From an optimization exercise on the open Yosys and OpenROAD flow, aimed at small area and a short achievable clock period; shortcuts taken in it are not production practice.
Where RTL was checked, it was by simulation tests only, not by an equivalence proof against the original.

==> job 7824 <==
## vdma_lsram_fwft_fifo
module vdma_lsram_fwft_fifo #(
  parameter int DATA_WIDTH    = 32,
  parameter int ADDR_WIDTH    = 7,
  parameter int AFULL_THRESH  = 2**ADDR_WIDTH - 4,
  parameter int AEMPTY_THRESH = 4
) (
  input  logic                  CLK,
  input  logic                  RESET,
  input  logic                  FLUSH,
  input  logic                  W_EN,
  input  logic [DATA_WIDTH-1:0] W_DATA,
  input  logic                  R_EN,
  output logic [DATA_WIDTH-1:0] R_DATA,
  output logic                  FULL,
  output logic                  EMPTY,
  output logic                  AFULL,
  output logic                  AEMPTY,
  output logic [ADDR_WIDTH:0]   LEVEL,
  output logic                  OVERFLOW,
  output logic                  UNDERFLOW
);
  localparam int               DEPTH    = 1 << ADDR_WIDTH;
  localparam int               LVL_W    = ADDR_WIDTH + 1;
  localparam logic [LVL_W-1:0] AFULL_L  = LVL_W'(AFULL_THRESH);
  localparam logic [LVL_W-1:0] AEMPTY_L = LVL_W'(AEMPTY_THRESH);
  logic [LVL_W-1:0]      level_q;
  logic                  valid_q, afull_q, aempty_q, ovf_q, ufl_q;
  logic                  full, push, pop, stored, refill, rd_load;
  logic [LVL_W-1:0]      level_d, level_nxt;
  logic                  afull_d, aempty_d;
  ...
==> module vdma_lsram_sdp, before the edit <==
module vdma_lsram_sdp #(
  parameter int DATA_WIDTH = 32,
  parameter int ADDR_WIDTH = 7
) (
  input  logic                  clk_i,
  input  logic                  rst_i,
  input  logic                  shift_i,
  input  logic [DATA_WIDTH-1:0] wdata_i,
  input  logic                  re_i,
  input  logic [ADDR_WIDTH:0]   level_i,
  output logic [DATA_WIDTH-1:0] rdata_o
);
  localparam int ENTRIES = (1 << ADDR_WIDTH) - 1;
  logic [DATA_WIDTH-1:0] mem_q [ENTRIES];
  logic [DATA_WIDTH-1:0] rdata_q, rdata_d;
  logic [ENTRIES-1:0]    rsel_q, rsel_d;
  always_comb begin
    for (int i = 0; i < ENTRIES; i++) begin
      if (i == 0) rsel_d[i] = (level_i[ADDR_WIDTH:1] == '0) | (level_i == (ADDR_WIDTH+1)'(2));
      else        rsel_d[i] = (level_i == (ADDR_WIDTH+1)'(i + 2));
    end
  end
  for (genvar b = 0; b < DATA_WIDTH; b++) begin : g_bit
    logic [ENTRIES-1:0] col;
    for (genvar i = 0; i < ENTRIES; i++) begin : g_col
      assign col[i] = mem_q[i][b];
    end
    vdma_lsram_rd_slice #(.N(ENTRIES)) u_rd (
      .d_i   (col),
      .sel_i (rsel_q),
      .ld_i  (re_i),
      .q_i   (rdata_q[b]),
      .y_o   (rdata_d[b])
    );
  end
  always_ff @(posedge clk_i) begin
    if (shift_i) begin
      mem_q[0] <= wdata_i;
      for (int i = 1; i < ENTRIES; i++) mem_q[i] <= mem_q[i-1];
    end
    rsel_q <= rsel_d;
  end
  always_ff @(posedge clk_i or posedge rst_i) begin
    if (rst_i) rdata_q <= '0;
    else       rdata_q <= rdata_d;
  end
  assign rdata_o = rdata_q;
endmodule
==> module vdma_lsram_fwft_fifo, before the edit <==
module vdma_lsram_fwft_fifo #(
  parameter int DATA_WIDTH    = 32,
  parameter int ADDR_WIDTH    = 7,
  parameter int AFULL_THRESH  = 2**ADDR_WIDTH - 4,
  parameter int AEMPTY_THRESH = 4
) (
  input  logic                  CLK,
  input  logic                  RESET,
  input  logic                  FLUSH,
  input  logic                  W_EN,
  input  logic [DATA_WIDTH-1:0] W_DATA,
  input  logic                  R_EN,
  output logic [DATA_WIDTH-1:0] R_DATA,
  output logic                  FULL,
  output logic                  EMPTY,
  output logic                  AFULL,
  output logic                  AEMPTY,
  output logic [ADDR_WIDTH:0]   LEVEL,
  output logic                  OVERFLOW,
  output logic                  UNDERFLOW
);
  localparam int               DEPTH    = 1 << ADDR_WIDTH;
  localparam int               LVL_W    = ADDR_WIDTH + 1;
  localparam logic [LVL_W-1:0] AFULL_L  = LVL_W'(AFULL_THRESH);
  localparam logic [LVL_W-1:0] AEMPTY_L = LVL_W'(AEMPTY_THRESH);
  logic [LVL_W-1:0]      level_q;
  logic                  valid_q, afull_q, aempty_q, ovf_q, ufl_q;
  logic                  full, push, pop, stored, refill, rd_load;
  logic [LVL_W-1:0]      level_d, level_nxt;
  logic                  afull_d, aempty_d;
  assign full    = level_q[ADDR_WIDTH];
  assign push    = W_EN & ~full;
  assign pop     = R_EN & valid_q;
  assign stored  = (level_q[LVL_W-1:1] != '0) | (level_q[0] & ~valid_q);
  assign refill  = stored & (~valid_q | R_EN);
  assign rd_load = ~valid_q | R_EN;
  always_comb begin
    level_d  = level_q;
    afull_d  = afull_q;
    aempty_d = aempty_q;
    if (push & ~pop) begin
      level_d  = level_q + 1'b1;
      afull_d  = (level_q >= AFULL_L - 1'b1);
      aempty_d = (level_q <= AEMPTY_L - 1'b1);
    end else if (pop & ~push) begin
      level_d  = level_q - 1'b1;
      afull_d  = (level_q >= AFULL_L + 1'b1);
      aempty_d = (level_q <= AEMPTY_L + 1'b1);
    end
  end
  assign level_nxt = FLUSH ? '0 : level_d;
  always_ff @(posedge CLK or posedge RESET) begin
    if (RESET) begin
      level_q  <= '0;
      valid_q  <= 1'b0;
      afull_q  <= 1'b0;
      aempty_q <= 1'b1;
      ovf_q    <= 1'b0;
      ufl_q    <= 1'b0;
    end else if (FLUSH) begin
      level_q  <= '0;
      valid_q  <= 1'b0;
      afull_q  <= 1'b0;
      aempty_q <= 1'b1;
      ovf_q    <= 1'b0;
      ufl_q    <= 1'b0;
    end else begin
      level_q  <= level_d;
      valid_q  <= refill | (valid_q & ~R_EN);
      afull_q  <= afull_d;
      aempty_q <= aempty_d;
      ovf_q    <= ovf_q | (W_EN & full);
      ufl_q    <= ufl_q | (R_EN & ~valid_q);
    end
  end
  vdma_lsram_sdp #(
    .DATA_WIDTH (DATA_WIDTH),
    .ADDR_WIDTH (ADDR_WIDTH)
  ) u_ram (
    .clk_i   (CLK),
    .rst_i   (RESET),
    .shift_i (push),
    .wdata_i (W_DATA),
    .re_i    (rd_load),
    .level_i (level_nxt),
    .rdata_o (R_DATA)
  );
  assign EMPTY     = ~valid_q;
  assign FULL      = full;
  assign AFULL     = afull_q;
  assign AEMPTY    = aempty_q;
  assign LEVEL     = level_q;
  assign OVERFLOW  = ovf_q;
  assign UNDERFLOW = ufl_q;
endmodule
==> module vdma_lsram_rd_slice, before the edit <==
module vdma_lsram_rd_slice #(
  parameter int N = 127
) (
  input  logic [N-1:0] d_i,
  input  logic [N-1:0] sel_i,
  input  logic         ld_i,
  input  logic         q_i,
  output logic         y_o
);
  localparam int G = N / 3;
  localparam int R = N - 3 * G;
  logic [G-1:0] t_n;
  logic         r_n;
  for (genvar g = 0; g < G; g++) begin : g_aoi
    vdma_lsram_aoi222 u_aoi (.a_i(d_i[3*g +: 3]), .b_i(sel_i[3*g +: 3]), .y_no(t_n[g]));
  end
  if (R > 0) begin : g_rest
    assign r_n = ~|(d_i[N-1:3*G] & sel_i[N-1:3*G]);
  end else begin : g_norest
    assign r_n = 1'b1;
  end
  assign y_o = ld_i ? ~(&t_n & r_n) : q_i;
endmodule
make LEC_CHECK=0 CAP_MARGIN=20 CORE_MARGIN=2 CORE_UTILIZATION=60 CTS_CLUSTER_DIAMETER=100 CTS_CLUSTER_SIZE=30 PLACE_DENSITY=0.72 SETUP_SLACK_MARGIN=1.8 SLEW_MARGIN=20 SYNTH_HIERARCHICAL=1 finish   # period 4.5 ns
run.sh (not shown) runs the stock make flow with config.mk's settings and CLKGATE_MAP_FILE= SYNTH_SCRIPT=/design/flow/synth_recipe.tcl, a recipe that flattens the netlist after the stock synthesis.
==> inputs of job 8773, as changes to job 7824 <==
--- a/flow/design.v
+++ b/flow/design.v
@@ -10,2 +10,5 @@
   input  logic [ADDR_WIDTH:0]   level_i,
+  input  logic                  flush_i,
+  input  logic                  up_i,
+  input  logic                  down_i,
   output logic [DATA_WIDTH-1:0] rdata_o
@@ -15,7 +18,16 @@
   logic [DATA_WIDTH-1:0] rdata_q, rdata_d;
-  logic [ENTRIES-1:0]    rsel_q, rsel_d;
+  logic [ENTRIES-1:0]    rsel_lo_q, rsel_hi_q, rsel_d;
+  localparam int LEVELS = 1 << (ADDR_WIDTH + 1);
+  logic [LEVELS-1:0] eq;
   always_comb begin
-    for (int i = 0; i < ENTRIES; i++) begin
-      if (i == 0) rsel_d[i] = (level_i[ADDR_WIDTH:1] == '0) | (level_i == (ADDR_WIDTH+1)'(2));
-      else        rsel_d[i] = (level_i == (ADDR_WIDTH+1)'(i + 2));
+    for (int k = 0; k < LEVELS; k++) eq[k] = (level_i == (ADDR_WIDTH+1)'(k));
+    if (flush_i)     rsel_d[0] = 1'b1;
+    else if (up_i)   rsel_d[0] = eq[0] | eq[1];
+    else if (down_i) rsel_d[0] = eq[0] | eq[1] | eq[2] | eq[3];
+    else             rsel_d[0] = eq[0] | eq[1] | eq[2];
+    for (int i = 1; i < ENTRIES; i++) begin
+      if (flush_i)     rsel_d[i] = 1'b0;
+      else if (up_i)   rsel_d[i] = eq[i + 1];
+      else if (down_i) rsel_d[i] = eq[i + 3];
+      else             rsel_d[i] = eq[i + 2];
     end
@@ -29,3 +41,3 @@
       .d_i   (col),
-      .sel_i (rsel_q),
+      .sel_i (b < DATA_WIDTH / 2 ? rsel_lo_q : rsel_hi_q),
       .ld_i  (re_i),
@@ -40,4 +52,5 @@
     end
-    rsel_q <= rsel_d;
   end
+  vdma_lsram_sel_reg #(.N(ENTRIES)) u_sel_lo (.clk_i(clk_i), .d_i(rsel_d), .q_o(rsel_lo_q));
+  vdma_lsram_sel_reg #(.N(ENTRIES)) u_sel_hi (.clk_i(clk_i), .d_i(rsel_d), .q_o(rsel_hi_q));
   always_ff @(posedge clk_i or posedge rst_i) begin
@@ -78,2 +91,11 @@
 endmodule
+module vdma_lsram_sel_reg #(
+  parameter int N = 127
+) (
+  input  logic         clk_i,
+  input  logic [N-1:0] d_i,
+  output logic [N-1:0] q_o
+);
+  always_ff @(posedge clk_i) q_o <= d_i;
+endmodule
 module vdma_lsram_fwft_fifo #(
@@ -106,4 +128,4 @@
   logic                  full, push, pop, stored, refill, rd_load;
-  logic [LVL_W-1:0]      level_d, level_nxt;
-  logic                  afull_d, aempty_d;
+  logic [LVL_W-1:0]      level_d;
+  logic                  afull_d, aempty_d, up, down;
   assign full    = level_q[ADDR_WIDTH];
@@ -128,3 +150,4 @@
   end
-  assign level_nxt = FLUSH ? '0 : level_d;
+  assign up   = push & ~pop;
+  assign down = pop & ~push;
   always_ff @(posedge CLK or posedge RESET) begin
@@ -162,3 +185,6 @@
     .re_i    (rd_load),
-    .level_i (level_nxt),
+    .level_i (level_q),
+    .flush_i (FLUSH),
+    .up_i    (up),
+    .down_i  (down),
     .rdata_o (R_DATA)
Settings changed: PLACE_DENSITY 0.72 to not set, SETUP_SLACK_MARGIN 1.8 to 2.0.
==> inputs of job 2129, as changes to job 7824 <==
--- a/flow/design.v
+++ b/flow/design.v
@@ -5,3 +5,2 @@
   input  logic                  clk_i,
-  input  logic                  rst_i,
   input  logic                  shift_i,
@@ -27,9 +26,3 @@
     end
-    vdma_lsram_rd_slice #(.N(ENTRIES)) u_rd (
-      .d_i   (col),
-      .sel_i (rsel_q),
-      .ld_i  (re_i),
-      .q_i   (rdata_q[b]),
-      .y_o   (rdata_d[b])
-    );
+    vdma_lsram_rd_slice #(.N(ENTRIES)) u_rd (.d_i(col), .sel_i(rsel_q), .y_o(rdata_d[b]));
   end
@@ -40,7 +33,4 @@
     end
+    if (re_i) rdata_q <= rdata_d;
     rsel_q <= rsel_d;
-  end
-  always_ff @(posedge clk_i or posedge rst_i) begin
-    if (rst_i) rdata_q <= '0;
-    else       rdata_q <= rdata_d;
   end
@@ -53,19 +43,13 @@
   input  logic [N-1:0] sel_i,
-  input  logic         ld_i,
-  input  logic         q_i,
   output logic         y_o
 );
-  localparam int G = N / 3;
-  localparam int R = N - 3 * G;
-  logic [G-1:0] t_n;
-  logic         r_n;
+  localparam int G = (N + 2) / 3;
+  logic [3*G-1:0] d, s;
+  logic [G-1:0]   t_n;
+  assign d = (3*G)'(d_i);
+  assign s = (3*G)'(sel_i);
   for (genvar g = 0; g < G; g++) begin : g_aoi
-    vdma_lsram_aoi222 u_aoi (.a_i(d_i[3*g +: 3]), .b_i(sel_i[3*g +: 3]), .y_no(t_n[g]));
+    vdma_lsram_aoi222 u_aoi (.a_i(d[3*g +: 3]), .b_i(s[3*g +: 3]), .y_no(t_n[g]));
   end
-  if (R > 0) begin : g_rest
-    assign r_n = ~|(d_i[N-1:3*G] & sel_i[N-1:3*G]);
-  end else begin : g_norest
-    assign r_n = 1'b1;
-  end
-  assign y_o = ld_i ? ~(&t_n & r_n) : q_i;
+  assign y_o = ~&t_n;
 endmodule
@@ -158,3 +142,2 @@
     .clk_i   (CLK),
-    .rst_i   (RESET),
     .shift_i (push),
Settings changed: CTS_CLUSTER_DIAMETER 100 to not set, CTS_CLUSTER_SIZE 30 to not set, PLACE_DENSITY 0.72 to not set.
==> results.txt <==
|  | job 2129 | job 8773 | job 7824 |
|---|---|---|---|
| Met2 WL | 183000 um | 167000 um | 167000 um |
| Clock skew after layout | 0.0364 ns | 0.0317 ns | 0.0461 ns |
| Initial antenna violation count | 18 | 25 | 30 |
| Multi-In Gates | 2208 | 2365 | 2080 |
| Number of buffer and inverter instances along the worst setup path | 2 | 1 | 4 |
| Pin count of the biggest net entering global routing | 207 | 185 | 210 |
| Met2 Usage GRT | 47.6% | 42.3% | 43.0% |
| Clkbuf count | 521 | 251 | 227 |
| Worst voltage drop across the vdd grid | 0.422 mV | 0.436 mV | 0.430 mV |
| Result of the run | complete, no violations | complete, no violations | complete, no violations |
| Number of antenna cells inserted | 10 | 9 | 5 |
| Path class of the lowest-slack min-delay path | input port to async pin | flop to flop | flop to flop |
| Slew headroom | 18.0% | 18.9% | 14.7% |
Only the layout flow was run in job 2129; the RTL was not checked for function there.

## what the ideal ports hide
Ports are ideal in the flow. The routed layouts listed here were re-timed in OpenROAD. Step 1, drivers: a clkbuf_16 drives CLK and a buf_2 each remaining input, both assumed. Step 2 also shifts input and output timing later by t, the mid clock arrival at the registers, as if the neighbouring blocks saw the same clock. Slacks: ideal ports / drivers / drivers and shift; pairs: ideal ports / drivers.
| run | shift t [ns] | setup WS [ns] | worst setup path after step 2 | cell pins on the clock port's net |
|---|---|---|---|---|
| job 7824 | 0.969 | 1.684 / 1.624 / 0.655 | input to register | 1 |
| job 8773 | 0.973 | 1.813 / 1.813 / 1.156 | input to register | 1 |
| job 2129 | 1.045 | 1.627 / 1.627 / 1.036 | input to register | 1 |
After both steps setup and hold are still met in every run listed. For job 7824, which loses most, drivers alone change the setup slack by -0.060 ns; drivers and shift together by -1.029 ns.
